This is an optimization exercise on Yosys and OpenROAD, whose aim is small area and a short achievable clock period, not a production implementation. In this exercise RTL edits were held to simulation tests only and were not proved equivalent to the original. The clock port is modelled as an ideal driver; clocking choices that lean on that would not hold on a real chip. Power is estimated from default activity; no workload was simulated.

== lagoon ==
==> flow/design.v <==
module fpu_8097_stack_ctl #(
    parameter int DEPTH = 8,
    parameter int WIDTH = 80,
    localparam int TOPW = $clog2(DEPTH)
) (
    input  logic             clk,
    input  logic             rst,
    input  logic             op_valid,
    output logic             op_ready,
    input  logic [2:0]       op_code,
    input  logic [TOPW-1:0]  op_idx,
    input  logic [WIDTH-1:0] op_wdata,
    output logic             rsp_valid,
    input  logic             rsp_ready,
    output logic [WIDTH-1:0] rsp_data,
    output logic [7:0]       rsp_fault,
    input  logic             sw_clr,
    output logic [15:0]      sw,
    output logic [TOPW-1:0]  top,
    output logic [DEPTH-1:0] tag
);
    logic [DEPTH-1:0][WIDTH-1:0] mem;      
    logic [DEPTH-1:0][TOPW-1:0]  rel;      
    logic [DEPTH-1:0]            rtag;     
    logic [DEPTH-1:0]            sel;      
    logic                        f_any, f_ovf, f_ill;
    logic                        ie, c1;
    logic             acc, is_push, is_pop, is_read, is_wr, is_xch, is_free;
    logic             t0, t7, t_i, ovf, unf, ok_push, ok_pop, ok_xch, rd_ok;
    logic [TOPW-1:0]  ridx;
    logic [DEPTH-1:0] didx, rtag_n, nsel, wen, hit_i, hit_0, hit_7, rsel, pdec, tag_n;
    logic [WIDTH-1:0] rd;
    assign op_ready = !rsp_valid || rsp_ready;
    assign acc      = op_valid && op_ready;
    assign is_push = op_code == 3'd1;
    assign is_pop  = op_code == 3'd2;
    assign is_read = op_code == 3'd3;
    assign is_wr   = op_code == 3'd4;
    assign is_xch  = op_code == 3'd5;
    assign is_free = op_code == 3'd6;
    assign t0  = rtag[0];
    assign t7  = rtag[DEPTH-1];
    fpu_8097_stack_dec u_dec (.a(op_idx), .y(didx));
    assign t_i = |(didx & rtag);
    assign ok_push = is_push && !t7;
    assign ok_pop  = is_pop && t0;
    assign ok_xch  = is_xch && t0 && t_i;
    assign ovf     = is_push && t7;
    assign unf     = (is_pop && !t0) || (is_read && !t_i) || (is_xch && !(t0 && t_i));
    assign rd_ok   = ok_pop || ok_xch || (is_read && t_i);
    always_comb
        for (int s = 0; s < DEPTH; s++) begin
            hit_i[s] = rel[s] == op_idx;
            hit_0[s] = rel[s] == '0;
            hit_7[s] = rel[s] == TOPW'(DEPTH - 1);
        end
    assign wen = {DEPTH{acc}} & (({DEPTH{ok_push}} & hit_7) | ({DEPTH{is_wr}} & hit_i));
    always_ff @(posedge clk)
        for (int s = 0; s < DEPTH; s++)
            if (wen[s]) mem[s] <= op_wdata;
    assign rsel = is_read ? hit_i : hit_0;
    assign nsel = acc ? (rsel & {DEPTH{rd_ok}}) : sel;
    fpu_8097_stack_rdmux #(.DEPTH(DEPTH), .WIDTH(WIDTH)) u_rdmux (
        .mem(mem), .sel(nsel), .rd(rd)
    );
    always_comb
        for (int k = 0; k < DEPTH; k++)
            pdec[k] = TOPW'(TOPW'(k) - top) == op_idx;
    always_comb begin
        tag_n = tag;
        if (ok_push) tag_n[TOPW'(top - 1'b1)] = 1'b1;
        if (ok_pop)  tag_n[top] = 1'b0;
        if (is_wr)   tag_n = tag_n | pdec;
        if (is_free) tag_n = tag_n & ~pdec;
    end
    always_comb begin
        rtag_n = rtag;
        if (ok_push) rtag_n = {rtag[DEPTH-2:0], 1'b1};
        if (ok_pop)  rtag_n = {1'b0, rtag[DEPTH-1:1]};
        if (is_wr)   rtag_n = rtag_n | didx;
        if (is_free) rtag_n = rtag_n & ~didx;
    end
    assign rsp_fault = {3'b000, f_any, 2'b00, f_ill, f_ovf};
    assign sw        = {2'b00, top, 1'b0, c1, 1'b0, ie, ie, 5'b00000, ie};
    always_ff @(posedge clk or posedge rst) begin
        if (rst) begin
            top       <= '0;
            tag       <= '0;
            rtag      <= '0;
            sel       <= '0;
            for (int s = 0; s < DEPTH; s++) rel[s] <= TOPW'(s);
            rsp_data  <= '0;
            f_any     <= 1'b0;
            f_ovf     <= 1'b0;
            f_ill     <= 1'b0;
            ie        <= 1'b0;
            c1        <= 1'b0;
            rsp_valid <= 1'b0;
        end else begin
            if (acc) begin
                if (ok_push) top <= top - 1'b1;
                else if (ok_pop) top <= top + 1'b1;
                tag  <= tag_n;
                rtag <= rtag_n;
                for (int s = 0; s < DEPTH; s++) begin
                    if (ok_push) rel[s] <= rel[s] + 1'b1;
                    else if (ok_pop) rel[s] <= rel[s] - 1'b1;
                    else if (ok_xch && hit_0[s]) rel[s] <= op_idx;
                    else if (ok_xch && hit_i[s]) rel[s] <= '0;
                end
                f_any    <= unf || ovf || op_code == 3'd7;
                f_ovf    <= ovf;
                f_ill    <= op_code == 3'd7;
            end
            sel       <= nsel;
            rsp_data  <= rd;
            rsp_valid <= acc || (rsp_valid && !rsp_ready);
            ie <= (acc && (ovf || unf)) || (ie && !sw_clr);
            c1 <= (acc && (ovf || unf)) ? ovf : (c1 && !sw_clr);
        end
    end
endmodule
module fpu_8097_stack_rdmux #(
    parameter int DEPTH = 8,
    parameter int WIDTH = 80
) (
    input  logic [DEPTH-1:0][WIDTH-1:0] mem,
    input  logic [DEPTH-1:0]            sel,
    output logic [WIDTH-1:0]            rd
);
    for (genvar b = 0; b < WIDTH; b++) begin : g_bit
        logic n0, n1, n2;
        fpu_8097_stack_aoi222 u_a (
            .a0(mem[0][b]), .s0(sel[0]), .a1(mem[1][b]), .s1(sel[1]),
            .a2(mem[2][b]), .s2(sel[2]), .y(n0)
        );
        fpu_8097_stack_aoi222 u_b (
            .a0(mem[3][b]), .s0(sel[3]), .a1(mem[4][b]), .s1(sel[4]),
            .a2(mem[5][b]), .s2(sel[5]), .y(n1)
        );
        assign n2 = !((mem[6][b] && sel[6]) || (mem[7][b] && sel[7]));
        assign rd[b] = !(n0 && n1 && n2);
    end
endmodule
module fpu_8097_stack_aoi222 (
    input  logic a0, s0, a1, s1, a2, s2,
    output logic y
);
    assign y = !((a0 && s0) || (a1 && s1) || (a2 && s2));
endmodule
module fpu_8097_stack_dec (
    input  logic [2:0] a,
    output logic [7:0] y
);
    always_comb
        for (int k = 0; k < 8; k++)
            y[k] = a == 3'(k);
endmodule
export LEC_CHECK = 0
export CAP_MARGIN = 20
export CORE_MARGIN = 2
export CORE_UTILIZATION = 60
export SETUP_SLACK_MARGIN = 2.7
export SLEW_MARGIN = 20
export SYNTH_HIERARCHICAL = 1
export TNS_END_PERCENT = 10
create_clock -name core_clock -period 5.0 [get_ports {clk}]
standard.sh (not shown) runs the stock make flow with config.mk's settings and CLKGATE_MAP_FILE= SYNTH_SCRIPT=/design/flow/synth_recipe.tcl, a recipe that flattens the netlist after the stock synthesis.
==> flow/flow/run.sh <==
#!/bin/bash
# Standard ORFS layout with these changes: ports buffered with plain buffers (buf_1,
# outputs then buf_2)
# instead of delay cells, the buffers of timing-critical inputs sized for their
# load before CTS (flow/size_ports.tcl), the resizer allowed to change a cell's
# footprint, and a clock tree of smaller buffers without dummy loads.
set -euo pipefail
here=$(pwd)
bash standard.sh BUFFER_PORTS_ARGS="-buffer_cell sky130_fd_sc_hd__buf_1" MATCH_CELL_FOOTPRINT=0 \
  PRE_CTS_TCL="$here/flow/size_ports.tcl" \
  CTS_ARGS="-sink_clustering_enable -repair_clock_nets -buf_list sky130_fd_sc_hd__clkbuf_4 -sink_clustering_size 9 -sink_clustering_max_diameter 45 -dont_use_dummy_load" \
  finish > standard_flow.log 2>&1
==> flow/flow/size_ports.tcl <==
# Port buffers are inserted as buf_1. Size the buffers of timing-critical
# input ports for the load they drive (repair_timing leaves the buffers that
# buffer_ports inserted at their first size), and give every output port a buf_2.
estimate_parasitics -placement
foreach inst [get_cells input*] {
  set out [get_pins -of_objects $inst -filter "direction==output"]
  if {[get_property $out slack_max] > 2.5} { continue }
  set fo [llength [get_pins -of_objects [get_nets -of_objects $out] -filter "direction==input"]]
  if {$fo >= 12} {
    set cell sky130_fd_sc_hd__buf_8
  } elseif {$fo >= 6} {
    set cell sky130_fd_sc_hd__buf_6
  } elseif {$fo >= 3} {
    set cell sky130_fd_sc_hd__buf_4
  } else {
    set cell sky130_fd_sc_hd__buf_2
  }
  puts "size_ports: [get_full_name $inst] fanout $fo slack [get_property $out slack_max] -> $cell"
  replace_cell $inst [get_lib_cells $cell]
}
foreach inst [get_cells output*] {
  replace_cell $inst [get_lib_cells sky130_fd_sc_hd__buf_2]
}
The following lists how raven was set up differently from lagoon:
--- a/flow/design.v
+++ b/flow/design.v
@@ -125,31 +125,17 @@
     parameter int WIDTH = 80
 ) (
     input  logic [DEPTH-1:0][WIDTH-1:0] mem,
     input  logic [DEPTH-1:0]            sel,
     output logic [WIDTH-1:0]            rd
 );
-    for (genvar b = 0; b < WIDTH; b++) begin : g_bit
-        logic n0, n1, n2;
-        fpu_8097_stack_aoi222 u_a (
-            .a0(mem[0][b]), .s0(sel[0]), .a1(mem[1][b]), .s1(sel[1]),
-            .a2(mem[2][b]), .s2(sel[2]), .y(n0)
-        );
-        fpu_8097_stack_aoi222 u_b (
-            .a0(mem[3][b]), .s0(sel[3]), .a1(mem[4][b]), .s1(sel[4]),
-            .a2(mem[5][b]), .s2(sel[5]), .y(n1)
-        );
-        assign n2 = !((mem[6][b] && sel[6]) || (mem[7][b] && sel[7]));
-        assign rd[b] = !(n0 && n1 && n2);
+    always_comb begin
+        rd = '0;
+        for (int s = 0; s < DEPTH; s++)
+            rd = rd | (mem[s] & {WIDTH{sel[s]}});
     end
-endmodule
-module fpu_8097_stack_aoi222 (
-    input  logic a0, s0, a1, s1, a2, s2,
-    output logic y
-);
-    assign y = !((a0 && s0) || (a1 && s1) || (a2 && s2));
 endmodule
 module fpu_8097_stack_dec (
     input  logic [2:0] a,
     output logic [7:0] y
 );
     always_comb
### Flow results
Going from lagoon to raven, combinational group share of total power shrinks by 1.1 points.
Non-clock buffer count, raven vs lagoon: down by more than 10%
The setup slack of raven is larger than that of lagoon.
Lower clock skew among raven and lagoon: raven
Highest ir drop seen on vdd for raven is lower than for lagoon.
Per the comparison of raven with lagoon, sequential group share of total power shows an increase of 0.8 points, layout overhead on the synthesized area shows a reduction of 6.1 points.

* * *

// fpu_8097_stack_ctl: RTL as listed in full above, without the edits since
export LEC_CHECK = 0
export CAP_MARGIN = 20
export CORE_MARGIN = 2
export CORE_UTILIZATION = 60
export SETUP_SLACK_MARGIN = 2.6
export SLEW_MARGIN = 20
export SYNTH_HIERARCHICAL = 1
export TNS_END_PERCENT = 10
create_clock -name core_clock -period 5.0 [get_ports {clk}]
Scripts as last shown in full above: flow/flow/run.sh, flow/flow/size_ports.tcl
Then changed:
--- a/flow/design.v
+++ b/flow/design.v
@@ -126,29 +126,15 @@
 ) (
     input  logic [DEPTH-1:0][WIDTH-1:0] mem,
     input  logic [DEPTH-1:0]            sel,
     output logic [WIDTH-1:0]            rd
 );
-    for (genvar b = 0; b < WIDTH; b++) begin : g_bit
-        logic n0, n1, n2;
-        fpu_8097_stack_aoi222 u_a (
-            .a0(mem[0][b]), .s0(sel[0]), .a1(mem[1][b]), .s1(sel[1]),
-            .a2(mem[2][b]), .s2(sel[2]), .y(n0)
-        );
-        fpu_8097_stack_aoi222 u_b (
-            .a0(mem[3][b]), .s0(sel[3]), .a1(mem[4][b]), .s1(sel[4]),
-            .a2(mem[5][b]), .s2(sel[5]), .y(n1)
-        );
-        assign n2 = !((mem[6][b] && sel[6]) || (mem[7][b] && sel[7]));
-        assign rd[b] = !(n0 && n1 && n2);
+    always_comb begin
+        rd = '0;
+        for (int s = 0; s < DEPTH; s++)
+            rd = rd | (mem[s] & {WIDTH{sel[s]}});
     end
-endmodule
-module fpu_8097_stack_aoi222 (
-    input  logic a0, s0, a1, s1, a2, s2,
-    output logic y
-);
-    assign y = !((a0 && s0) || (a1 && s1) || (a2 && s2));
 endmodule
 module fpu_8097_stack_dec (
     input  logic [2:0] a,
     output logic [7:0] y
 );
The changed run ran to the end with no violations; clock-buffer cell count went up by 1; routed wire length goes down by about 7%; sequential share of layout area climbs by 1.7 points; final area went down by about 2.4%; worst setup slack gains 190 ps; hold slack loses 86 ps; die area increases by 2.0%; total power stays flat.

* * *

RTL: one of the versions met above, not the one the previous note started from.
Size in the first run: about 780 flip-flops, about 0.030 mm^2 of cells after synthesis.
==> module fpu_8097_stack_ctl, before the edit <==
module fpu_8097_stack_ctl #(
    parameter int DEPTH = 8,
    parameter int WIDTH = 80,
    localparam int TOPW = $clog2(DEPTH)
) (
    input  logic             clk,
    input  logic             rst,
    input  logic             op_valid,
    output logic             op_ready,
    input  logic [2:0]       op_code,
    input  logic [TOPW-1:0]  op_idx,
    input  logic [WIDTH-1:0] op_wdata,
    output logic             rsp_valid,
    input  logic             rsp_ready,
    output logic [WIDTH-1:0] rsp_data,
    output logic [7:0]       rsp_fault,
    input  logic             sw_clr,
    output logic [15:0]      sw,
    output logic [TOPW-1:0]  top,
    output logic [DEPTH-1:0] tag
);
    logic [DEPTH-1:0][WIDTH-1:0] mem;      
    logic [DEPTH-1:0][TOPW-1:0]  rel;      
    logic [DEPTH-1:0]            rtag;     
    logic [DEPTH-1:0]            sel;      
    logic                        f_any, f_ovf, f_ill;
    logic                        ie, c1;
    logic             acc, is_push, is_pop, is_read, is_wr, is_xch, is_free;
    logic             t0, t7, t_i, ovf, unf, ok_push, ok_pop, ok_xch, rd_ok;
    logic [TOPW-1:0]  ridx;
    logic [DEPTH-1:0] didx, rtag_n, nsel, wen, hit_i, hit_0, hit_7, rsel, pdec, tag_n;
    logic [WIDTH-1:0] rd;
    assign op_ready = !rsp_valid || rsp_ready;
    assign acc      = op_valid && op_ready;
    assign is_push = op_code == 3'd1;
    assign is_pop  = op_code == 3'd2;
    assign is_read = op_code == 3'd3;
    assign is_wr   = op_code == 3'd4;
    assign is_xch  = op_code == 3'd5;
    assign is_free = op_code == 3'd6;
    assign t0  = rtag[0];
    assign t7  = rtag[DEPTH-1];
    fpu_8097_stack_dec u_dec (.a(op_idx), .y(didx));
    assign t_i = |(didx & rtag);
    assign ok_push = is_push && !t7;
    assign ok_pop  = is_pop && t0;
    assign ok_xch  = is_xch && t0 && t_i;
    assign ovf     = is_push && t7;
    assign unf     = (is_pop && !t0) || (is_read && !t_i) || (is_xch && !(t0 && t_i));
    assign rd_ok   = ok_pop || ok_xch || (is_read && t_i);
    always_comb
        for (int s = 0; s < DEPTH; s++) begin
            hit_i[s] = rel[s] == op_idx;
            hit_0[s] = rel[s] == '0;
            hit_7[s] = rel[s] == TOPW'(DEPTH - 1);
        end
    assign wen = {DEPTH{acc}} & (({DEPTH{ok_push}} & hit_7) | ({DEPTH{is_wr}} & hit_i));
    always_ff @(posedge clk)
        for (int s = 0; s < DEPTH; s++)
            if (wen[s]) mem[s] <= op_wdata;
    assign rsel = is_read ? hit_i : hit_0;
    assign nsel = acc ? (rsel & {DEPTH{rd_ok}}) : sel;
    fpu_8097_stack_rdmux #(.DEPTH(DEPTH), .WIDTH(WIDTH)) u_rdmux (
        .mem(mem), .sel(nsel), .rd(rd)
    );
    always_comb
        for (int k = 0; k < DEPTH; k++)
            pdec[k] = TOPW'(TOPW'(k) - top) == op_idx;
    always_comb begin
        tag_n = tag;
        if (ok_push) tag_n[TOPW'(top - 1'b1)] = 1'b1;
        if (ok_pop)  tag_n[top] = 1'b0;
        if (is_wr)   tag_n = tag_n | pdec;
        if (is_free) tag_n = tag_n & ~pdec;
    end
    always_comb begin
        rtag_n = rtag;
        if (ok_push) rtag_n = {rtag[DEPTH-2:0], 1'b1};
        if (ok_pop)  rtag_n = {1'b0, rtag[DEPTH-1:1]};
        if (is_wr)   rtag_n = rtag_n | didx;
        if (is_free) rtag_n = rtag_n & ~didx;
    end
    assign rsp_fault = {3'b000, f_any, 2'b00, f_ill, f_ovf};
    assign sw        = {2'b00, top, 1'b0, c1, 1'b0, ie, ie, 5'b00000, ie};
    always_ff @(posedge clk or posedge rst) begin
        if (rst) begin
            top       <= '0;
            tag       <= '0;
            rtag      <= '0;
            sel       <= '0;
            for (int s = 0; s < DEPTH; s++) rel[s] <= TOPW'(s);
            rsp_data  <= '0;
            f_any     <= 1'b0;
            f_ovf     <= 1'b0;
            f_ill     <= 1'b0;
            ie        <= 1'b0;
            c1        <= 1'b0;
            rsp_valid <= 1'b0;
        end else begin
            if (acc) begin
                if (ok_push) top <= top - 1'b1;
                else if (ok_pop) top <= top + 1'b1;
                tag  <= tag_n;
                rtag <= rtag_n;
                for (int s = 0; s < DEPTH; s++) begin
                    if (ok_push) rel[s] <= rel[s] + 1'b1;
                    else if (ok_pop) rel[s] <= rel[s] - 1'b1;
                    else if (ok_xch && hit_0[s]) rel[s] <= op_idx;
                    else if (ok_xch && hit_i[s]) rel[s] <= '0;
                end
                f_any    <= unf || ovf || op_code == 3'd7;
                f_ovf    <= ovf;
                f_ill    <= op_code == 3'd7;
            end
            sel       <= nsel;
            rsp_data  <= rd;
            rsp_valid <= acc || (rsp_valid && !rsp_ready);
            ie <= (acc && (ovf || unf)) || (ie && !sw_clr);
            c1 <= (acc && (ovf || unf)) ? ovf : (c1 && !sw_clr);
        end
    end
endmodule
export LEC_CHECK = 0
export CAP_MARGIN = 20
export CORE_MARGIN = 2
export CORE_UTILIZATION = 60
export SETUP_SLACK_MARGIN = 2.5
export SLEW_MARGIN = 20
export SYNTH_HIERARCHICAL = 1
export TNS_END_PERCENT = 5
create_clock -name core_clock -period 5.0 [get_ports {clk}]
==> flow/flow/run.sh <==
#!/bin/bash
# Standard ORFS layout with these changes: ports buffered with plain buffers
# instead of delay cells, the buffers of timing-critical inputs sized for their
# load before CTS (flow/size_ports.tcl), the resizer allowed to change a cell's
# footprint, and a clock tree of smaller buffers without dummy loads.
set -euo pipefail
here=$(pwd)
bash standard.sh BUFFER_PORTS_ARGS="-buffer_cell sky130_fd_sc_hd__buf_2" MATCH_CELL_FOOTPRINT=0 \
  PRE_CTS_TCL="$here/flow/size_ports.tcl" \
  CTS_ARGS="-sink_clustering_enable -repair_clock_nets -buf_list sky130_fd_sc_hd__clkbuf_4 -sink_clustering_size 9 -sink_clustering_max_diameter 45 -dont_use_dummy_load" \
  finish > standard_flow.log 2>&1
==> flow/flow/size_ports.tcl <==
# Size the buffers of timing-critical input ports for the load they drive:
# repair_timing leaves the buffers that buffer_ports inserted at their first size.
estimate_parasitics -placement
foreach inst [get_cells input*] {
  set out [get_pins -of_objects $inst -filter "direction==output"]
  if {[get_property $out slack_max] > 2.5} { continue }
  set fo [llength [get_pins -of_objects [get_nets -of_objects $out] -filter "direction==input"]]
  if {$fo >= 12} {
    set cell sky130_fd_sc_hd__buf_8
  } elseif {$fo >= 6} {
    set cell sky130_fd_sc_hd__buf_6
  } elseif {$fo >= 3} {
    set cell sky130_fd_sc_hd__buf_4
  } else {
    continue
  }
  puts "size_ports: [get_full_name $inst] fanout $fo slack [get_property $out slack_max] -> $cell"
  replace_cell $inst [get_lib_cells $cell]
}
==> next run, changes <==
--- a/flow/design.v
+++ b/flow/design.v
@@ -59,11 +59,24 @@
         for (int s = 0; s < DEPTH; s++)
             if (wen[s]) mem[s] <= op_wdata;
     assign rsel = is_read ? hit_i : hit_0;
     assign nsel = acc ? (rsel & {DEPTH{rd_ok}}) : sel;
-    fpu_8097_stack_rdmux #(.DEPTH(DEPTH), .WIDTH(WIDTH)) u_rdmux (
-        .mem(mem), .sel(nsel), .rd(rd)
-    );
+    logic [3:0][DEPTH-1:0] nsel_q;
+    for (genvar q = 0; q < 4; q++) begin : g_nsel
+        fpu_8097_stack_nsel u_nsel (
+            .acc(acc), .ok(rd_ok), .rsel(rsel), .sel(sel), .nsel(nsel_q[q])
+        );
+    end
+    logic [3:0][DEPTH-1:0][WIDTH/4-1:0] mq;
+    always_comb
+        for (int q = 0; q < 4; q++)
+            for (int s = 0; s < DEPTH; s++)
+                mq[q][s] = mem[s][q*(WIDTH/4) +: WIDTH/4];
+    for (genvar q = 0; q < 4; q++) begin : g_rd
+        fpu_8097_stack_rdmux #(.DEPTH(DEPTH), .WIDTH(WIDTH/4)) u_rdmux (
+            .mem(mq[q]), .sel(nsel_q[q]), .rd(rd[q*(WIDTH/4) +: WIDTH/4])
+        );
+    end
     always_comb
         for (int k = 0; k < DEPTH; k++)
             pdec[k] = TOPW'(TOPW'(k) - top) == op_idx;
     always_comb begin
@@ -141,4 +154,13 @@
     always_comb
         for (int k = 0; k < 8; k++)
             y[k] = a == 3'(k);
 endmodule
+module fpu_8097_stack_nsel (
+    input  logic       acc,
+    input  logic       ok,
+    input  logic [7:0] rsel,
+    input  logic [7:0] sel,
+    output logic [7:0] nsel
+);
+    assign nsel = acc ? (rsel & {8{ok}}) : sel;
+endmodule
Power drops by a few percent.
Design area climbs slightly.
Via count climbs by a few percent.
Routed wire length drops slightly.
Non-clock buffer count climbs by 1.
First-iteration DRC count climbs by a little under a tenth.
Sequential power drops slightly.
Worst setup slack gets worse by 0.088 ns.
Global-route usage drops by 0.21 points.

==> separate check: timing with driven ports <==
The flow's constraints put no driver on any port. The routed layouts listed below were extracted and timed again, unchanged, in two steps. Step 1 assumes that a clkbuf_16 drives the clock port and a buf_2 every other input. Step 2 adds t to the input delays and takes it off the output delays; t is the mean of the earliest and latest rising clock arrival at the registers after step 1. Input paths then give back, and output paths get back, about the clock's delay inside the block. a / b / c = ideal ports / drivers / drivers and shift; a / b = the first two.
| run | shift t [ns] | slack for setup (ns) | worst setup path at the end |
|---|---|---|---|
| lagoon | 0.882 | 2.306 / 2.318 / 1.436 | input to register |
| raven | 0.910 | 2.480 / 2.421 / 1.595 | input to register |
| the first run of note 2 | 0.879 | 2.289 / 2.299 / 1.420 | input to register |
| the second run of note 2 | 0.917 | 2.481 / 2.421 / 1.611 | input to register |
| the first run of note 3 | 0.906 | 2.377 / 2.368 / 1.462 | input to register |
| the second run of note 3 | 0.899 | 2.289 / 2.230 / 1.426 | input to register |
After both steps setup and hold are still met in every run listed. The setup slack of the first run of note 3, which loses most, moves by -0.009 ns with the drivers and by -0.915 ns with both steps.
